Background: an optimization exercise with open tools, aiming at small area, a short achievable clock period and few clock cycles. Do not read the settings as production practice. In this exercise RTL edits were held to simulation tests only and were not proved equivalent to the original.

==> nickel <==
// rv32_core
module rv32_core (
	input  wire        clk,
	input  wire        rst_n,
	output wire [31:0] instr_addr,
	input  wire [31:0] instr,
	output wire        dmem_cyc,
	output wire        dmem_stb,
	output wire        dmem_we,
	output wire [31:0] dmem_adr,
	output wire [31:0] dmem_dat_w,
	input  wire        dmem_ack,
	input  wire [31:0] dmem_dat_r
);
data_path u_data_path (
	.clk(clk),
	.rst_n(rst_n),
	.instr_addr(instr_addr),
	.instr(instr),
	.dmem_cyc(dmem_cyc),
	.dmem_stb(dmem_stb),
	.dmem_we(dmem_we),
	.dmem_adr(dmem_adr),
	.dmem_dat_w(dmem_dat_w),
	.dmem_ack(dmem_ack),
	.dmem_dat_r(dmem_dat_r)
);
endmodule
make LEC_CHECK=0 ABC_CLOCK_PERIOD_IN_PS=2500 CAP_MARGIN=20 CORE_MARGIN=2 CORE_UTILIZATION=50 SETUP_SLACK_MARGIN=4.3 SLEW_MARGIN=20 TNS_END_PERCENT=5 finish   # period 7.5 ns
run.sh (not shown) runs the stock make flow with config.mk's settings and CLKGATE_MAP_FILE= SYNTH_SCRIPT=/design/flow/synth_recipe.tcl, a recipe that flattens the netlist after the stock synthesis.
==> inputs of violet, as changes to nickel <==
--- a/flow/design.v
+++ b/flow/design.v
@@ -65,36 +65,23 @@
 `default_nettype wire
 `timescale 1ns/1ps
 `default_nettype none
 module fetch_unit (
 	input  wire [31:0] instr,       
 	input  wire [9:0]  pc,
 	output wire        pred,        
-	output wire [9:0]  next_pc,     
-	output wire [9:0]  alt_pc       
+	output wire [9:0]  next_pc      
 );
 wire       is_br  = (instr[6:0] == 7'b1100011) & (instr[14:13] == 2'b00);
 wire       same   = (instr[19:15] == instr[24:20]);
-wire       bne    = instr[12];
-assign pred = is_br & (same ? ~bne : (bne | instr[31]));
+assign pred = is_br & (instr[31] | (same & ~instr[12]));
 wire [9:0] off    = {instr[7], instr[30:25], instr[11:9]};
 wire [9:0] target = pc + off;
-wire [9:0] seq;
-genvar i;
-generate
-	for (i = 0; i < 10; i = i + 1) begin : g_inc
-		if (i == 0) begin : g0
-			assign seq[0] = ~pc[0];
-		end else begin : gi
-			assign seq[i] = pc[i] ^ (&pc[i-1:0]);
-		end
-	end
-endgenerate
+wire [9:0] seq    = pc + 10'd1;
 assign next_pc = pred ? target : seq;
-assign alt_pc  = pred ? seq : target;
 endmodule
 `default_nettype wire
 `timescale 1ns/1ps
 `default_nettype none
 module decoder (
 	input  wire [31:0] instr,
 	input  wire        valid,
@@ -202,16 +189,15 @@
 	input  wire        s_or,
 	input  wire        s_xor,
 	input  wire        s_slt,
 	output wire [31:0] y,
 	output wire        equal
 );
 wire [31:0] bx  = b ^ {32{sub}};
-wire [32:0] s33 = {a, 1'b1} + {bx, sub};
-wire [31:0] sum = s33[32:1];
+wire [31:0] sum = a + bx + {31'd0, sub};
 wire        lt  = (a[31] ^ b[31]) ? a[31] : sum[31];
 assign y = ({32{s_arith}} & sum)
          | ({32{s_and}} & (a & b))
          | ({32{s_or}}  & (a | b))
          | ({32{s_xor}} & (a ^ b))
          | {31'd0, s_slt & lt};
 assign equal = (a == b_reg);
@@ -240,14 +226,18 @@
 	output wire        dmem_we,
 	output wire [31:0] dmem_adr,
 	output wire [31:0] dmem_dat_w,
 	input  wire        dmem_ack,
 	input  wire [31:0] dmem_dat_r
 );
 reg  [9:0]  pc;
+reg         d_valid;
+reg  [31:0] d_instr;
+reg  [9:0]  d_pc;
+reg         d_pred;
 reg         e_wr;
 reg         e_ld;
 reg         e_st;
 reg         e_br;
 reg         e_bne;
 reg         e_pred;
 reg  [9:0]  e_alt;                
@@ -270,31 +260,29 @@
 reg         m_ld;
 reg  [4:0]  m_rd;
 reg  [31:0] m_res;
 reg  [31:0] m_sd;
 wire adv = ~(m_stb & ~dmem_ack);    
 wire       f_pred;
 wire [9:0] f_next;
-wire [9:0] d_alt;
 fetch_unit u_fetch_unit (
 	.instr(instr),
 	.pc(pc),
 	.pred(f_pred),
-	.next_pc(f_next),
-	.alt_pc(d_alt)
+	.next_pc(f_next)
 );
 assign instr_addr = {20'd0, pc, 2'b00};
 wire        d_wr, d_ld, d_st, d_br, d_use1, d_use2, d_use_imm;
 wire [11:0] d_imm;
 wire        d_sub, d_s_arith, d_s_and, d_s_or, d_s_xor, d_s_slt;
-wire [4:0]  rs1 = instr[19:15];
-wire [4:0]  rs2 = instr[24:20];
+wire [4:0]  rs1 = d_instr[19:15];
+wire [4:0]  rs2 = d_instr[24:20];
 decoder u_decoder (
-	.instr(instr),
-	.valid(1'b1),
+	.instr(d_instr),
+	.valid(d_valid),
 	.wr(d_wr),
 	.ld(d_ld),
 	.st(d_st),
 	.br(d_br),
 	.use1(d_use1),
 	.use2(d_use2),
 	.use_imm(d_use_imm),
@@ -320,14 +308,16 @@
 	.wdata(wdata)
 );
 wire [31:0] d_rs1v = (m_wr & (m_rd == rs1)) ? wdata : rf1;
 wire [31:0] d_rs2v = (m_wr & (m_rd == rs2)) ? wdata : rf2;
 wire hit1 = e_wr & (e_rd == rs1);
 wire hit2 = e_wr & (e_rd == rs2);
 wire load_use = e_ld & ((hit1 & d_use1) | (hit2 & d_use2));
+wire [9:0] d_boff = {d_instr[7], d_instr[30:25], d_instr[11:9]};
+wire [9:0] d_alt  = d_pc + (d_pred ? 10'd1 : d_boff);
 wire [31:0] ea  = e_fwd1 ? m_res : e_rs1v;
 wire [31:0] eb2 = e_fwd2 ? m_res : e_rs2v;
 wire [31:0] eb  = e_use_imm ? {{20{e_imm[11]}}, e_imm} : eb2;
 wire [31:0] ey;
 wire        eq;
 execute_stage u_execute_stage (
 	.a(ea),
@@ -350,44 +340,54 @@
 	.wdata(wdata)
 );
 assign dmem_cyc   = m_stb;
 assign dmem_stb   = m_stb;
 assign dmem_we    = m_we;
 assign dmem_adr   = m_res;
 assign dmem_dat_w = m_sd;
-wire e_in = ~redirect & ~load_use;     
+wire d_go = ~redirect & ~load_use;     
+wire e_in = d_valid & d_go;
 always @(posedge clk or negedge rst_n) begin
 	if (!rst_n) begin
 		pc      <= 10'd0;
+		d_valid <= 1'b0;
 		e_wr    <= 1'b0;
 		e_ld    <= 1'b0;
 		e_st    <= 1'b0;
 		e_br    <= 1'b0;
 		m_stb   <= 1'b0;
 		m_wr    <= 1'b0;
 	end else if (adv) begin
-		if (redirect)
-			pc <= e_alt;
-		else if (!load_use)
-			pc <= f_next;
+		if (redirect) begin
+			pc      <= e_alt;
+			d_valid <= 1'b0;
+		end else if (!load_use) begin
+			pc      <= f_next;
+			d_valid <= 1'b1;
+		end
 		e_wr  <= e_in & d_wr;
 		e_ld  <= e_in & d_ld;
 		e_st  <= e_in & d_st;
 		e_br  <= e_in & d_br;
 		m_stb <= e_ld | e_st;
 		m_wr  <= e_wr;
 	end
 end
 always @(posedge clk) begin
 	if (adv) begin
-		begin                            
-			e_bne     <= instr[12];
-			e_pred    <= f_pred;
+		if (d_go) begin
+			d_instr <= instr;
+			d_pc    <= pc;
+			d_pred  <= f_pred;
+		end
+		if (d_go) begin
+			e_bne     <= d_instr[12];
+			e_pred    <= d_pred;
 			e_alt     <= d_alt;
-			e_rd      <= instr[11:7];
+			e_rd      <= d_instr[11:7];
 			e_rs1v    <= d_rs1v;
 			e_rs2v    <= d_rs2v;
 			e_fwd1    <= hit1 & ~e_ld;
 			e_fwd2    <= hit2 & ~e_ld;
 			e_use_imm <= d_use_imm;
 			e_imm     <= d_imm;
 			e_sub     <= d_sub;
==> flow/config.mk (replaced) <==
export PLATFORM = sky130hd
export DESIGN_NAME = rv32_core
export DESIGN_NICKNAME = rv32_core
export VERILOG_FILES = /design/flow/design.v
export SDC_FILE = /design/flow/constraint.sdc
export NUM_CORES = 4
export LEC_CHECK = 0
export CAP_MARGIN = 20
export CORE_MARGIN = 2
export CORE_UTILIZATION = 40
export SLEW_MARGIN = 20
==> inputs of yarrow, as changes to nickel <==
--- a/flow/design.v
+++ b/flow/design.v
@@ -66,15 +66,16 @@
 `timescale 1ns/1ps
 `default_nettype none
 module fetch_unit (
 	input  wire [31:0] instr,       
 	input  wire [9:0]  pc,
 	output wire        pred,        
 	output wire [9:0]  next_pc,     
-	output wire [9:0]  alt_pc       
+	output wire [9:0]  alt_pc,      
+	output wire [9:0]  seq_pc       
 );
 wire       is_br  = (instr[6:0] == 7'b1100011) & (instr[14:13] == 2'b00);
 wire       same   = (instr[19:15] == instr[24:20]);
 wire       bne    = instr[12];
 assign pred = is_br & (same ? ~bne : (bne | instr[31]));
 wire [9:0] off    = {instr[7], instr[30:25], instr[11:9]};
 wire [9:0] target = pc + off;
@@ -87,14 +88,15 @@
 		end else begin : gi
 			assign seq[i] = pc[i] ^ (&pc[i-1:0]);
 		end
 	end
 endgenerate
 assign next_pc = pred ? target : seq;
 assign alt_pc  = pred ? seq : target;
+assign seq_pc  = seq;
 endmodule
 `default_nettype wire
 `timescale 1ns/1ps
 `default_nettype none
 module decoder (
 	input  wire [31:0] instr,
 	input  wire        valid,
@@ -131,15 +133,15 @@
 wire b     = valid & (op == 7'b1100011) & (f3[2:1] == 2'b00);
 assign wr      = (r_any | addi | lw) & ~rd0;
 assign ld      = lw;
 assign st      = sw;
 assign br      = b;
 assign use1    = r_any | addi | lw | sw | b;
 assign use2    = r_any | sw | b;
-assign use_imm = ~o_reg;
+assign use_imm = addi | lw | sw;
 assign imm     = (op[5] & ~op[4]) ? {instr[31:25], instr[11:7]} : instr[31:20];
 assign sub     = r_sub | r_slt;
 assign s_arith = ~(r_and | r_or | r_xor | r_slt);
 assign s_and   = r_and;
 assign s_or    = r_or;
 assign s_xor   = r_xor;
 assign s_slt   = r_slt;
@@ -250,41 +252,43 @@
 reg         e_br;
 reg         e_bne;
 reg         e_pred;
 reg  [9:0]  e_alt;                
 reg  [4:0]  e_rd;
 reg  [31:0] e_rs1v;
 reg  [31:0] e_rs2v;
-reg         e_fwd1;
-reg         e_fwd2;
-reg         e_use_imm;
-reg  [11:0] e_imm;
+reg  [31:0] e_b;                  
 reg         e_sub;
 reg         e_s_arith;
 reg         e_s_and;
 reg         e_s_or;
 reg         e_s_xor;
 reg         e_s_slt;
+reg  [9:0]  e_seq;                
+reg  [9:0]  m_seq;                
 reg         m_stb;
 reg         m_we;
 reg         m_wr;
 reg         m_ld;
 reg  [4:0]  m_rd;
 reg  [31:0] m_res;
 reg  [31:0] m_sd;
-wire adv = ~(m_stb & ~dmem_ack);    
+wire wait_ack = m_stb & ~dmem_ack;
+wire adv      = ~wait_ack;
 wire       f_pred;
 wire [9:0] f_next;
 wire [9:0] d_alt;
+wire [9:0] d_seq;
 fetch_unit u_fetch_unit (
 	.instr(instr),
 	.pc(pc),
 	.pred(f_pred),
 	.next_pc(f_next),
-	.alt_pc(d_alt)
+	.alt_pc(d_alt),
+	.seq_pc(d_seq)
 );
 assign instr_addr = {20'd0, pc, 2'b00};
 wire        d_wr, d_ld, d_st, d_br, d_use1, d_use2, d_use_imm;
 wire [11:0] d_imm;
 wire        d_sub, d_s_arith, d_s_and, d_s_or, d_s_xor, d_s_slt;
 wire [4:0]  rs1 = instr[19:15];
 wire [4:0]  rs2 = instr[24:20];
@@ -320,17 +324,18 @@
 	.wdata(wdata)
 );
 wire [31:0] d_rs1v = (m_wr & (m_rd == rs1)) ? wdata : rf1;
 wire [31:0] d_rs2v = (m_wr & (m_rd == rs2)) ? wdata : rf2;
 wire hit1 = e_wr & (e_rd == rs1);
 wire hit2 = e_wr & (e_rd == rs2);
 wire load_use = e_ld & ((hit1 & d_use1) | (hit2 & d_use2));
-wire [31:0] ea  = e_fwd1 ? m_res : e_rs1v;
-wire [31:0] eb2 = e_fwd2 ? m_res : e_rs2v;
-wire [31:0] eb  = e_use_imm ? {{20{e_imm[11]}}, e_imm} : eb2;
+wire [31:0] ea  = e_rs1v;
+wire [31:0] eb2 = e_rs2v;
+wire [31:0] eb  = e_b;
+wire [31:0] d_b = d_use_imm ? {{20{d_imm[11]}}, d_imm} : d_rs2v;
 wire [31:0] ey;
 wire        eq;
 execute_stage u_execute_stage (
 	.a(ea),
 	.b_reg(eb2),
 	.b(eb),
 	.sub(e_sub),
@@ -360,47 +365,50 @@
 		pc      <= 10'd0;
 		e_wr    <= 1'b0;
 		e_ld    <= 1'b0;
 		e_st    <= 1'b0;
 		e_br    <= 1'b0;
 		m_stb   <= 1'b0;
 		m_wr    <= 1'b0;
-	end else if (adv) begin
-		if (redirect)
+	end else begin
+		if (wait_ack)
+			pc <= m_seq;
+		else if (redirect)
 			pc <= e_alt;
 		else if (!load_use)
 			pc <= f_next;
-		e_wr  <= e_in & d_wr;
-		e_ld  <= e_in & d_ld;
-		e_st  <= e_in & d_st;
-		e_br  <= e_in & d_br;
-		m_stb <= e_ld | e_st;
-		m_wr  <= e_wr;
+		e_wr  <= adv & e_in & d_wr;
+		e_ld  <= adv & e_in & d_ld;
+		e_st  <= adv & e_in & d_st;
+		e_br  <= adv & e_in & d_br;
+		if (adv) begin
+			m_stb <= e_ld | e_st;
+			m_wr  <= e_wr;
+		end
 	end
 end
 always @(posedge clk) begin
+	e_seq     <= d_seq;
+	e_bne     <= instr[12];
+	e_pred    <= f_pred;
+	e_alt     <= d_alt;
+	e_rd      <= instr[11:7];
+	e_rs1v    <= hit1 ? ey : d_rs1v;    
+	e_rs2v    <= hit2 ? ey : d_rs2v;
+	e_b       <= (hit2 & ~d_use_imm) ? ey : d_b;
+	e_sub     <= d_sub;
+	e_s_arith <= d_s_arith;
+	e_s_and   <= d_s_and;
+	e_s_or    <= d_s_or;
+	e_s_xor   <= d_s_xor;
+	e_s_slt   <= d_s_slt;
+end
+always @(posedge clk) begin
 	if (adv) begin
-		begin                            
-			e_bne     <= instr[12];
-			e_pred    <= f_pred;
-			e_alt     <= d_alt;
-			e_rd      <= instr[11:7];
-			e_rs1v    <= d_rs1v;
-			e_rs2v    <= d_rs2v;
-			e_fwd1    <= hit1 & ~e_ld;
-			e_fwd2    <= hit2 & ~e_ld;
-			e_use_imm <= d_use_imm;
-			e_imm     <= d_imm;
-			e_sub     <= d_sub;
-			e_s_arith <= d_s_arith;
-			e_s_and   <= d_s_and;
-			e_s_or    <= d_s_or;
-			e_s_xor   <= d_s_xor;
-			e_s_slt   <= d_s_slt;
-		end
+		m_seq <= e_seq;
 		m_we  <= e_st;
 		m_ld  <= e_ld;
 		m_rd  <= e_rd;
 		m_res <= ey;
 		m_sd  <= eb2;
 	end
 end
==> flow/config.mk (replaced) <==
export PLATFORM = sky130hd
export DESIGN_NAME = rv32_core
export DESIGN_NICKNAME = rv32_core
export VERILOG_FILES = /design/flow/design.v
export SDC_FILE = /design/flow/constraint.sdc
export NUM_CORES = 4
export LEC_CHECK = 0
export CAP_MARGIN = 20
export CORE_MARGIN = 2
export CORE_UTILIZATION = 50
export SETUP_SLACK_MARGIN = 4.3
export SLEW_MARGIN = 20
export TNS_END_PERCENT = 100
==> key figures <==
Run status
  • Status: no timing/DRC/antenna violations

Setup path
  • CP max stage delay: roughly 0.44 ns
  • Startpoint type of the worst setup path: input pin
  • RR Startpoint: u_data_path.e_sub$_DFF_P_
  • Slowest CP cell: nand4_1
  • Reg2reg path depth: 15

Hold path
  • Hold endpoint: u_data_path.m_seq[7]$_DFFE_PN_

Floorplanning
  • Initial core utilization: 50.5%

Layout
  • Final core occ: between 60% and 70%
  • Seq area share: 49.6%
(the above is from yarrow)
==> key figures <==
Run status
  • Status: no timing/DRC/antenna violations

Hold path
  • Hold_sp: u_data_path.d_instr[31]$_DFFE_PP_
  • Hold endpoint: u_data_path.e_imm[11]$_DFFE_PP_

Layout
  • Clock buf count: 137
  • Final core occ: 46.3%
  • Comb_multi_in: 2,247
  • Seq area share: ~57%
  • Final Cell Area: about 65,000 um^2

Setup path
  • Slowest CP cell: edfxtp_1
  • Reg2reg path depth: 11
  • RR Startpoint: u_data_path.e_fwd2$_DFFE_PP_

Timing
  • Worst-Margin Slew: 1.33 ns
(the above is from violet)
==> key figures <==
Run status
  • Status: no timing/DRC/antenna violations

Setup path
  • Slowest CP cell: edfxtp_1
  • RR Startpoint: u_data_path.e_fwd2$_DFFE_PN_
  • Reg2reg path depth: 15
  • CP max stage delay: 0.44 ns
  • Startpoint type of the worst setup path: flip-flop

Layout
  • Seq area share: 53.3%
  • Final core occ: 61.0%

Hold path
  • Hold endpoint: u_data_path.m_we$_DFFE_PN_

Floorplanning
  • Initial core utilization: 50.4%
(the above is from nickel)
Testbench counts of nickel, summed over its fixed seeds: cycles 27,442.
Testbench counts of violet, summed over its fixed seeds: cycles 29,310.
Testbench counts of yarrow, summed over its fixed seeds: cycles 27,442.

-- re-timing with driven ports --
Ports are ideal in the flow. The routed layouts listed here were re-timed in OpenROAD. Step 1 (the two cells are an assumption about what drives the block):
set clk [get_ports {clk}]
set_driving_cell -lib_cell sky130_fd_sc_hd__clkbuf_16 $clk
set_driving_cell -lib_cell sky130_fd_sc_hd__buf_2 [delete_from_list [all_inputs] $clk]
Step 2 times the ports against the registers' clock, not the clock port: input delays grow and output delays shrink by t, the midpoint of the rising clock arrivals with the driver on. Slacks: no drivers / after step 1 / after step 2; pairs: no drivers / after step 1.
run | t (ns) | setup slack, ns | worst setup path at the end | worst data-port slew with drivers (ns)
nickel | 0.814 | 3.527 / 3.527 / 3.040 | input to register | 0.07
violet | 0.847 | 2.039 / 2.039 / 2.039 | register to register | 0.09
yarrow | 0.856 | 4.091 / 4.041 / 3.185 | input to register | 0.19
After both steps every run listed still meets setup and hold. The setup slack of yarrow, which loses most, moves by -0.050 ns with the drivers and by -0.906 ns with both steps.
